Background: an optimization exercise with open tools, aiming at small area and a short achievable clock period. Do not read the settings as production practice.
Only simulation tests tie the RTL to the original design; equivalence was not proved.
Power and IR drop assume default switching activity.

[config.mk]
export PLATFORM = sky130hd
export DESIGN_NAME = cpu6
export DESIGN_NICKNAME = cpu6
export VERILOG_FILES = /design/flow/design.v
export SDC_FILE = /design/flow/constraint.sdc
export NUM_CORES = 4
export LEC_CHECK = 0
export CAP_MARGIN = 20
export CORE_MARGIN = 2
export CORE_UTILIZATION = 55
export CTS_CLUSTER_DIAMETER = 100
export CTS_CLUSTER_SIZE = 24
export SETUP_SLACK_MARGIN = 3.45
export SLEW_MARGIN = 20
export TNS_END_PERCENT = 10
[standard.sh]
#!/bin/bash
# synth_recipe.tcl (not shown) runs the flow's synth.tcl, then flattens the netlist and writes it again
# the make line also repeats each setting of config.mk as NAME=value (left out here)
make -C /OpenROAD-flow-scripts/flow DESIGN_CONFIG=/design/flow/config.mk WORK_HOME=/design/flow/orfs CLKGATE_MAP_FILE= SYNTH_SCRIPT=/design/flow/synth_recipe.tcl "${@:-finish}"
[constraint.sdc]
create_clock -name core_clock -period 6.5 [get_ports {clock}]
set_input_delay 1.3000 -clock core_clock [delete_from_list [all_inputs] [get_ports {clock}]]
set_output_delay 1.3000 -clock core_clock [all_outputs]
set_load 0.01 [all_outputs]
[design.v]
package cpu6_pkg;
    localparam int data_w          = 8;
    localparam int log_addr_w      = 16;
    localparam int phys_addr_w     = 19;
    localparam int page_offset_w   = 11;
    localparam int page_base_w     = 3;
    localparam int page_index_w    = log_addr_w - page_offset_w + page_base_w;
    localparam int page_entry_w    = phys_addr_w - page_offset_w;
    localparam int reg_count       = 16;
    localparam int reg_addr_w      = $clog2(reg_count);
    localparam int reg_space_limit = 256;   
    typedef enum logic [2:0] {
        dp_swap, dp_mar_hi, dp_mar_lo, dp_bus_read, dp_constant, dp_zero
    } dp_src_e;
    typedef enum logic [1:0] {
        src_ab, src_da, src_dz, src_za
    } alu_src_e;
    typedef enum logic [2:0] {
        alu_add, alu_subr, alu_subs, alu_or, alu_and, alu_notrs, alu_exor, alu_exnor
    } alu_func_e;
    typedef enum logic {dest_none, dest_ram_f} alu_dest_e;
    typedef enum logic [1:0] {carry_zero, carry_one, carry_flag} carry_sel_e;
    typedef enum logic [1:0] {
        load_none, load_result, load_mar_from_war, load_page_base
    } load_sel_e;
    typedef enum logic [2:0] {
        addr_none, addr_war_hi, addr_war_lo, addr_war_inc, addr_mar_inc, addr_swap
    } addr_op_e;
    typedef enum logic [1:0] {
        store_none, store_page_write, store_bus_write, store_bus_read
    } store_op_e;
    typedef struct packed {
        logic carry;
        logic overflow;
        logic sign;
        logic zero;
    } alu_flags_t;
    typedef struct packed {
        dp_src_e               dp_src;
        alu_src_e              alu_src;
        alu_func_e             alu_func;
        alu_dest_e             alu_dest;
        carry_sel_e            carry_sel;
        load_sel_e             load_sel;
        addr_op_e              addr_op;
        store_op_e             store_op;
        logic [data_w-1:0]     constant;
        logic [reg_addr_w-1:0] reg_a;
        logic [reg_addr_w-1:0] reg_b;
    } microword_t;
    localparam microword_t uop_none = '0;
endpackage
`timescale 1ns/10ps
module cpu6 (
    input  logic        clock,
    input  logic        reset,
    input  logic [33:0] uop,
    input  logic [7:0]  data_in,
    output logic        write_en,
    output logic [18:0] address,
    output logic [7:0]  data_out
);
    wire [2:0] u_dp_src   = uop[33:31];
    wire [1:0] u_alu_src  = uop[30:29];
    wire [2:0] u_func     = uop[28:26];
    wire       u_dest     = uop[25];
    wire [1:0] u_carry    = uop[24:23];
    wire [1:0] u_load     = uop[22:21];
    wire [2:0] u_addr     = uop[20:18];
    wire [1:0] u_store    = uop[17:16];
    wire [7:0] u_const    = uop[15:8];
    wire [3:0] u_ra       = uop[7:4];
    wire [3:0] u_rb       = uop[3:0];
    logic        e_d_swap, e_d_mhi, e_d_mlo, e_d_rd;   
    logic [7:0]  e_const;                               
    logic        e_arith;                               
    logic [2:0]  e_func;
    logic        e_dest;                                
    logic [3:0]  e_rb;
    logic        e_carry_upd;
    logic        e_cin_one, e_cin_flag;
    logic        e_ld_result, e_ld_mar, e_ld_pb;
    logic        e_war_hi, e_war_lo, e_war_inc, e_mar_inc, e_swap;
    logic        e_pt_write, e_bus_write, e_bus_read;
    logic [7:0]  e_r;
    logic [7:0]  e_s;
    logic [7:0]  regs [16];
    logic [7:0]  result;
    logic [7:0]  swap_reg;
    logic        carry;
    logic [15:0] mar;
    logic [15:0] war;
    logic [2:0]  page_base;
    logic [7:0]  page_table [256];
    logic [7:0]  entry;           
    logic [7:0]  read_byte;
    wire         reg_space = (entry == 8'd0) && (mar[10:8] == 3'd0);
    logic        write_pending;
    logic [7:0] dp_bus;
    assign dp_bus = ({8{e_d_swap}} & swap_reg)
                  | ({8{e_d_mhi}}  & {~mar[15:12], mar[11:8]})
                  | ({8{e_d_mlo}}  & mar[7:0])
                  | ({8{e_d_rd}}   & read_byte)
                  | e_const;
    logic [7:0] rx;
    logic [8:0] sum;
    logic [7:0] logic_f;
    logic [7:0] alu_f;
    logic       cin;
    assign rx  = e_r;
    assign cin = e_cin_one | (e_cin_flag & carry);
    logic [7:0] pg_g, pg_p, pk_g, pk_p;
    logic [8:0] carries;
    always_comb begin
        pg_g = rx & e_s;
        pg_p = rx ^ e_s;
        pk_g = pg_g;
        pk_p = pg_p;
        for (int d = 1; d < 8; d = d * 2) begin
            for (int i = 7; i >= d; i--) begin
                pk_g[i] = pk_g[i] | (pk_p[i] & pk_g[i-d]);
                pk_p[i] = pk_p[i] & pk_p[i-d];
            end
        end
        carries[0] = cin;
        for (int i = 0; i < 8; i++) carries[i+1] = pk_g[i] | (pk_p[i] & cin);
    end
    assign sum = {carries[8], pg_p ^ carries[7:0]};
    always_comb begin
        case (e_func)
            3'd3:    logic_f = rx | e_s;
            3'd4:    logic_f = rx & e_s;
            3'd5:    logic_f = ~rx & e_s;
            3'd6:    logic_f = rx ^ e_s;
            default: logic_f = ~(rx ^ e_s);
        endcase
    end
    assign alu_f = e_arith ? sum[7:0] : logic_f;
    logic [7:0] swap_next, read_next, d_next;
    logic [15:0] mar_next;
    wire        u_r_d = (u_alu_src == 2'd1) || (u_alu_src == 2'd2);
    assign swap_next = e_swap ? {dp_bus[3:0], dp_bus[7:4]} : swap_reg;
    assign read_next = e_bus_read ? (reg_space ? data_out : data_in) : read_byte;
    logic [7:0] d_base;
    always_comb begin
        case (u_dp_src)
            3'd0:    d_base = swap_next;
            3'd1:    d_base = {~mar_next[15:12], mar_next[11:8]};
            3'd2:    d_base = mar_next[7:0];
            3'd3:    d_base = read_byte;
            3'd4:    d_base = u_const;
            default: d_base = 8'd0;
        endcase
    end
    assign d_next = ((u_dp_src == 3'd3) && e_bus_read) ? (reg_space ? data_out : data_in) : d_base;
    logic [7:0] rd_a, rd_b, op_a, op_b;
    logic [7:0] r_next, s_next;
    logic       fwd_a, fwd_b;
    assign rd_a  = regs[u_ra];
    assign rd_b  = regs[u_rb];
    assign fwd_a = e_dest && (e_rb == u_ra);
    assign fwd_b = e_dest && (e_rb == u_rb);
    assign op_a  = fwd_a ? alu_f : rd_a;
    assign op_b  = fwd_b ? alu_f : rd_b;
    always_comb begin
        case (u_alu_src)
            2'd0:    begin r_next = op_a;  s_next = op_b; end
            2'd1:    begin r_next = op_a;  s_next = op_a; end   
            2'd2:    begin r_next = op_a;  s_next = 8'd0; end   
            default: begin r_next = 8'd0;  s_next = op_a; end
        endcase
    end
    always_ff @(posedge clock) begin
        e_rb <= u_rb;
        e_r  <= (u_r_d ? d_next : r_next) ^ {8{u_func == 3'd1}};
        e_s <= s_next ^ {8{u_func == 3'd2}};
    end
    always_ff @(posedge clock or posedge reset) begin
        if (reset) begin
            e_d_swap    <= 1'b1;
            e_d_mhi     <= 1'b0;
            e_d_mlo     <= 1'b0;
            e_d_rd      <= 1'b0;
            e_const     <= 8'd0;
            e_arith     <= 1'b1;
            e_func      <= 3'd0;
            e_dest      <= 1'b0;
            e_carry_upd <= 1'b0;
            e_cin_one   <= 1'b0;
            e_cin_flag  <= 1'b0;
            e_ld_result <= 1'b0;
            e_ld_mar    <= 1'b0;
            e_ld_pb     <= 1'b0;
            e_war_hi    <= 1'b0;
            e_war_lo    <= 1'b0;
            e_war_inc   <= 1'b0;
            e_mar_inc   <= 1'b0;
            e_swap      <= 1'b0;
            e_pt_write  <= 1'b0;
            e_bus_write <= 1'b0;
            e_bus_read  <= 1'b0;
        end else begin
            e_d_swap    <= (u_dp_src == 3'd0);
            e_d_mhi     <= (u_dp_src == 3'd1);
            e_d_mlo     <= (u_dp_src == 3'd2);
            e_d_rd      <= (u_dp_src == 3'd3);
            e_const     <= (u_dp_src == 3'd4) ? u_const : 8'd0;
            e_arith     <= (u_func <= 3'd2);
            e_func      <= u_func;
            e_dest      <= u_dest;
            e_carry_upd <= u_dest && (u_func <= 3'd2);
            e_cin_one   <= (u_carry == 2'd1);
            e_cin_flag  <= (u_carry == 2'd2);
            e_ld_result <= (u_load == 2'd1);
            e_ld_mar    <= (u_load == 2'd2);
            e_ld_pb     <= (u_load == 2'd3);
            e_war_hi    <= (u_addr == 3'd1);
            e_war_lo    <= (u_addr == 3'd2);
            e_war_inc   <= (u_addr == 3'd3);
            e_mar_inc   <= (u_addr == 3'd4);
            e_swap      <= (u_addr == 3'd5);
            e_pt_write  <= (u_store == 2'd1);
            e_bus_write <= (u_store == 2'd2);
            e_bus_read  <= (u_store == 2'd3);
        end
    end
    always_ff @(posedge clock) begin
        for (int i = 0; i < 16; i++) begin
            if (e_dest && (e_rb == 4'(i))) regs[i] <= alu_f;
        end
    end
    always_ff @(posedge clock or posedge reset) begin
        if (reset) begin
            result   <= 8'd0;
            swap_reg <= 8'd0;
            carry    <= 1'b0;
        end else begin
            result   <= result_next;
            swap_reg <= swap_next;
            if (e_carry_upd) carry <= sum[8];
        end
    end
    logic [2:0]  pb_next;
    always_comb begin
        if (e_mar_inc)     mar_next = mar + 16'd1;
        else if (e_ld_mar) mar_next = war;
        else               mar_next = mar;
    end
    assign pb_next = e_ld_pb ? result[2:0] : page_base;
    always_ff @(posedge clock or posedge reset) begin
        if (reset) begin
            mar       <= 16'd0;
            war       <= 16'd0;
            page_base <= 3'd0;
        end else begin
            mar       <= mar_next;
            page_base <= pb_next;
            if (e_war_hi)  war[15:8] <= e_ld_mar ? mar[15:8] : result;
            if (e_war_lo)  war[7:0]  <= e_ld_mar ? mar[7:0]  : result;
            if (e_war_inc) war       <= war + 16'd1;
        end
    end
    logic [31:0] mh_oh, mh_next_oh, war_next_oh, mh_next_oh_d;
    logic [7:0]  pb_oh, pb_next_oh, res_next_oh, pb_next_oh_d;
    logic        mar_lo_full, mar_next_lo_full;
    logic [4:0]  war_next_hi;
    logic [7:0]  result_next;
    assign mar_lo_full      = &mar[10:0];
    always_comb begin
        if (e_mar_inc)     mar_next_lo_full = (mar[10:0] == 11'h7fe);
        else if (e_ld_mar) mar_next_lo_full = &war[10:0];
        else               mar_next_lo_full = mar_lo_full;
    end
    assign result_next      = e_ld_result ? alu_f : result;
    logic [31:0] war_oh, war_src_oh;
    always_comb begin
        war_next_hi = e_ld_mar ? mar[15:11] : result[7:3];
        for (int i = 0; i < 32; i++) begin
            war_oh[i]     = (war[15:11] == 5'(i));
            war_src_oh[i] = (war_next_hi == 5'(i));
        end
    end
    wire u_mar_inc = (u_addr == 3'd4);
    wire u_ld_mar  = (u_load == 2'd2);
    wire u_ld_pb   = (u_load == 2'd3);
    always_comb begin
        for (int i = 0; i < 32; i++) begin
            mh_oh[i]       = (mar[15:11] == 5'(i));
        end
        for (int i = 0; i < 32; i++) begin
            if (e_war_hi)       war_next_oh[i] = war_src_oh[i];
            else if (e_war_inc) war_next_oh[i] = (&war[10:0]) ? war_oh[(i + 31) % 32] : war_oh[i];
            else                war_next_oh[i] = war_oh[i];
        end
        for (int i = 0; i < 32; i++) begin
            if (u_mar_inc)     mh_next_oh_d[i] = mar_next_lo_full ? mh_next_oh[(i + 31) % 32] : mh_next_oh[i];
            else if (u_ld_mar) mh_next_oh_d[i] = war_next_oh[i];
            else               mh_next_oh_d[i] = mh_next_oh[i];
        end
        for (int j = 0; j < 8; j++) begin
            pb_oh[j]        = (page_base == 3'(j));
            res_next_oh[j]  = (result_next[2:0] == 3'(j));
            pb_next_oh_d[j] = u_ld_pb ? res_next_oh[j] : pb_next_oh[j];
        end
    end
    always_ff @(posedge clock or posedge reset) begin
        if (reset) begin
            mh_next_oh <= 32'd1;
            pb_next_oh <= 8'd1;
        end else begin
            mh_next_oh <= mh_next_oh_d;
            pb_next_oh <= pb_next_oh_d;
        end
    end
    logic [31:0] w_row;
    logic [7:0]  w_col;
    wire         u_pt_write = (u_store == 2'd1);
    always_ff @(posedge clock or posedge reset) begin
        if (reset) w_row <= 32'd0;
        else       w_row <= {32{u_pt_write}} & mh_next_oh;
    end
    always_ff @(posedge clock) begin
        w_col <= pb_next_oh;
    end
    always_ff @(posedge clock) begin
        for (int i = 0; i < 32; i++) begin
            for (int j = 0; j < 8; j++) begin
                if (w_row[i] && w_col[j]) page_table[i*8+j] <= result;
            end
        end
    end
    logic [7:0] col [8];
    logic [7:0] lookup;
    always_comb begin
        for (int j = 0; j < 8; j++) begin
            col[j] = 8'd0;
            for (int i = 0; i < 32; i++) col[j] = col[j] | ({8{mh_next_oh[i]}} & page_table[i*8+j]);
        end
        lookup = 8'd0;
        for (int j = 0; j < 8; j++) lookup = lookup | ({8{pb_next_oh[j]}} & col[j]);
    end
    wire same_page  = e_mar_inc ? !mar_lo_full : (!e_ld_mar || (war[15:11] == mar[15:11]));
    wire same_index = same_page && (!e_ld_pb || (result[2:0] == page_base));
    always_ff @(posedge clock) begin
        if (e_pt_write && same_index) entry <= result;
        else                          entry <= lookup;
    end
    assign address = {entry, mar[10:0]};
    always_ff @(posedge clock or posedge reset) begin
        if (reset) begin
            data_out      <= 8'd0;
            write_pending <= 1'b0;
            write_en      <= 1'b0;
            read_byte     <= 8'd0;
        end else begin
            write_pending <= e_bus_write;
            write_en      <= write_pending;
            if (e_bus_write) data_out <= dp_bus;
            read_byte <= read_next;
        end
    end
endmodule
[flow/run.sh]
#!/bin/bash
# The standard layout (standard.sh: the standard flow's synthesis and ORFS flow), with
# two changes to how the layout is made:
#  - ports are buffered with buf_4 instead of the flow's default choice
#    (a clkdlybuf4s50 delay cell), so the port buffers are fast;
#  - clock tree synthesis clusters up to 24 sinks within 100 um per leaf buffer
#    (as config.mk asks) and inserts no dummy balancing loads.
# make's full output goes to standard_flow.log here; each ORFS step also
# keeps its own log under orfs/logs/.
set -euo pipefail
bash standard.sh \
  "BUFFER_PORTS_ARGS=-buffer_cell sky130_fd_sc_hd__buf_4" \
  "CTS_ARGS=-sink_clustering_enable -repair_clock_nets -sink_clustering_size 24 -sink_clustering_max_diameter 100 -dont_use_dummy_load" \
  finish > standard_flow.log 2>&1
==> results by group <==
STA
  • Final setup violation count: 0
  • Final WS setup: 3.236 ns
  • Fin crit period: 3.264 ns
  • Slew margin rel.: 10.08%
  • Setup TNS: 0 ns
  • Layout Skew: 0.1052 ns
  • RSZ-0062 raised after global routing: true
  • Fin. max-slew vios: 0
  • Max Clock Freq: 306.4 MHz
  • Worst slew pin tran: 1.349 ns
  • Final period utilization: 50.22%
  • Hold Fails Final Rpt: 0
  • WHS: 0.3567 ns

Pwr
  • Pwr dens: 338.4 nW/µm²
  • Static Leak: 31.20 nW
  • Worst IR Drop VDD: 312.9 µV
  • Seq pwr share: 58.9%
  • Comb power frac: 18.4%
  • NetSw: 10.41 mW
  • Clock share of power: 22.7%
  • Internal power: 23.05 mW
  • Switching power share of the total: 31.11%

Cells and area
  • Nets@finish: 5722
  • Cell area after layout: 98860 µm²
  • Biggest register: page_table
  • Share of cells above drive strength 1: 9.176%
  • Area Overhead vs Synth: 7.712%
  • Max reg flops: 2048
  • Largest registers: page_table: 2048 flops, regs: 128 flops

Die
  • Core ar.: 165400 µm²
  • Die W: 412.5 µm
  • FP Rows: 149
  • Die Y: 412.5 µm
  • Die ar.: 170200 µm²
  • Initial Util: 55.50%
  • IO Count: 72

Placed design
  • Placer Congestion: 0.9195
  • Port Buf Inserts: 71
  • Post-DP Area: 95020 µm²
  • Post-Place Worst Slack: 2.346 ns
  • Hpwl dp: 196.7 mm

Yosys
  • Yosys Warn Count: 4
  • Cell area after synthesis: 91780 µm²
  • Async S/R FF share, synth: 7.254%
  • Synth cell types: 83
  • Synth Register Bits: 2385
  • Main synth FF type: edfxtp_1
  • Register area share after synthesis: 76.70%
  • Syn_area_per_cell: 16.16 µm²
  • Syn nets: 5755
  • Number of synthesized flops with an enable pin: 2176
  • Synth Instances: 5680

GRT
  • Remaining Overflow, GRT: 0
  • Global-route wire length before repair: 445.3 mm
  • Initial antenna violation count: 22
  • Largest net degree at the start of global routing: 197
  • Vias in the first global route: 53433
  • Tot GR Track Use: 38.25%

Clock tree
  • CTS Root Cell: clkbuf_16
  • Hold-fix buffer count after cts: 0
  • CTS Buf Count: 110
  • CTS tree: done
  • CTS HTree Levels: 3
  • CTS Buffer Depth: 3
  • Clock sinks: 2385
  • Clk slew on worst S/H paths: 0.10 ns
  • Worst skew pair latency: 0.81 ns

Drt
  • Met2 WL: 153.0 mm
  • Final ANT Viol Nets: 0
  • WL per Instance: 41.76 µm
  • Remaining DRCs: 0
  • M1 wire length: 121.3 mm
  • DRT iter0 DRCs: 10067
  • Vias: 57895
  • DR WL met3: 37.25 mm
  • Drt total wl: 328.1 mm
  • Avg Vias per Cell: 7.369
  • Top routing layer in use: met5
  • Drt pass-1 iters: 7

Setup path
  • CP Launch Type: register
  • CP arrival: 3.90 ns
  • Crit-path max FO: 29
  • Crit Path Class: register to register
  • Crit. End Element: register
  • Critical path required time: 7.14 ns

Run status
  • Status: timing/DRC/antenna clean

Hold path
  • Type of the most critical hold path: register to register

Flow run
  • Max cap viols: 0
-- final cells by class --
type	count	area, µm²
Antenna cell	23	57.56
Clock buffer	110	2753
Fill cell	12348	66510
Inverter	70	271.5
Multi-Input combinational cell	2848	20380
Sequential cell	2385	70550
Tap cell	2189	2739
Timing Repair Buffer	232	2101
-- worst paths after layout --
| path | startpoint | to | slack [ns] | cells after the start |
|---|---|---|---|---|
| setup / recovery | mh_next_oh[5] | entry[5] | 3.24 | 8 |
| hold / removal | write_pending | write_en | 0.36 | 0 |
| setup reg to reg | mh_next_oh[5] | entry[5] | 3.24 | 8 |
| hold reg to reg | write_pending | write_en | 0.36 | 0 |
| max in group asynchronous | reset | mh_next_oh[23] | 4.23 | 3 |
| min in group asynchronous | reset | e_war_hi | 0.69 | 2 |
-- power groups by stage --
stage	clock (mW)	combinational, mW	sequential [mW]
finish	7.59	6.14	19.7
global route	8.04	6.34	19.7
CTS	7.58	5.98	19.6
detailed placement	0	5.49	20.1
global placement	0	5.39	20.1
floorplan	0	2.60	19.7
-- per-layer routing --
metal | vias to the layer above | GRT usage [%]
met5 | - | 0
met4 | 14 | 16.32
met3 | 642 | 7.186
met2 | 4120 | 59.99
met1 | 30199 | 52.87
li1 | 22920 | -
-- cell usage after synthesis (30+ instances only) --
library cell	n	share of area, %
mux2i_1	40	0.44
o41ai_1	65	0.62
a31oi_1	30	0.20
nand2_1	127	0.52
a221oi_1	150	1.4
a21oi_1	99	0.54
nand4_1	155	1.1
buf_1	92	0.38
dfrtp_1	169	4.6
nor2_1	175	0.72
a22oi_1	796	6.5
nor2b_1	38	0.26
ha_1	30	0.41
and2_1	317	2.2
a211oi_1	36	0.29
a22o_1	146	1.4
nand3_1	169	0.92
clkbuf_1	250	1.0
dfxtp_1	36	0.79
inv_1	68	0.28
o21ai_0	80	0.44
o31ai_1	33	0.27
edfxtp_1	2176	71
-- cells by family (layout without fill, tap and decap cells) --
family	Yosys count	after routing	share of synthesized area, %
flops	2385	2385	76.70
compound gates	1584	1584	13.11
simple gates	1132	1132	6.769
buf+inv	447	412	1.911
mux	62	62	0.7062
xor+xnor	39	39	0.3722
fa+ha+maj	31	31	0.4308
other cells	0	23	0
-- worst max-delay path, stage by stage (launching register included) --
cell     delay (ns)
dfrtp_4        0.67
buf_4          0.30
buf_4          0.30
a22oi_1        0.39
nand4_1        0.33
o41ai_1        0.64
nand4_1        0.16
nor2_1         0.14
a21oi_1        0.08
-- metrics by stage --
stage          power, mW  instances  util, %
6_report           33.45       7857    59.78
5_1_grt            34.12       7834    59.75
4_1_cts            33.21       7834    59.72
3_5_place_dp       25.60       7686    57.46
3_3_place_gp       25.49       7683    57.41
2_1_floorplan      22.32       5680        -
-- placed cells by master (no fill, tap or decap), types with 22 or more instances in the layout --
master	Yosys	layout
o31ai_1	33	31
inv_1	68	66
buf_4	13	196
nand3_1	169	165
diode_2	0	23
o21ai_1	0	36
and2_1	317	316
clkbuf_16	0	110
mux2_2	22	22
nor3_1	27	23
a211oi_1	36	35
ha_1	30	30
a21oi_1	99	97
a22oi_1	796	795
dfrtp_4	0	39
dfxtp_1	36	36
nor2_1	175	173
a31oi_1	30	30
mux2i_1	40	38
o21ai_0	80	43
and3_1	26	25
a22o_1	146	145
o41ai_2	0	27
a221oi_1	150	148
nand4_1	155	155
nor2b_1	38	34
dfrtp_1	169	125
edfxtp_1	2176	2176
nand2_1	127	125
-- timing repair --
action	CTS	global route
pin swaps	11	0
endpoints found under the hold margin	0	0
gates resized for setup	66	14
buffers inserted	38	0
setup endpoints to repair	114	77

[port drivers added, routing unchanged]
No port has a modelled driver above. Below, the same layout with a new extraction and two added sets of constraints. Step 1 (the two cells are an assumption about what drives the block):
set clk [get_ports {clock}]
set_driving_cell -lib_cell sky130_fd_sc_hd__clkbuf_16 $clk
set_driving_cell -lib_cell sky130_fd_sc_hd__buf_2 [delete_from_list [all_inputs] $clk]
Step 2 also shifts input and output timing later by t, the mid clock arrival at the registers, as if the neighbouring blocks saw the same clock. Slacks: ideal ports / drivers / drivers and shift; pairs: ideal ports / drivers.
t (ns): 0.835
setup WS [ns]: 3.236 / 3.236 / 2.656
clock arrival spread, ns: 0.113 / 0.113
slew at the worst register clock pin (ns): 0.10 / 0.10
After both steps this run still meets setup and hold. The setup slack of this run moves by 0.000 ns with the drivers and by -0.580 ns with both steps.
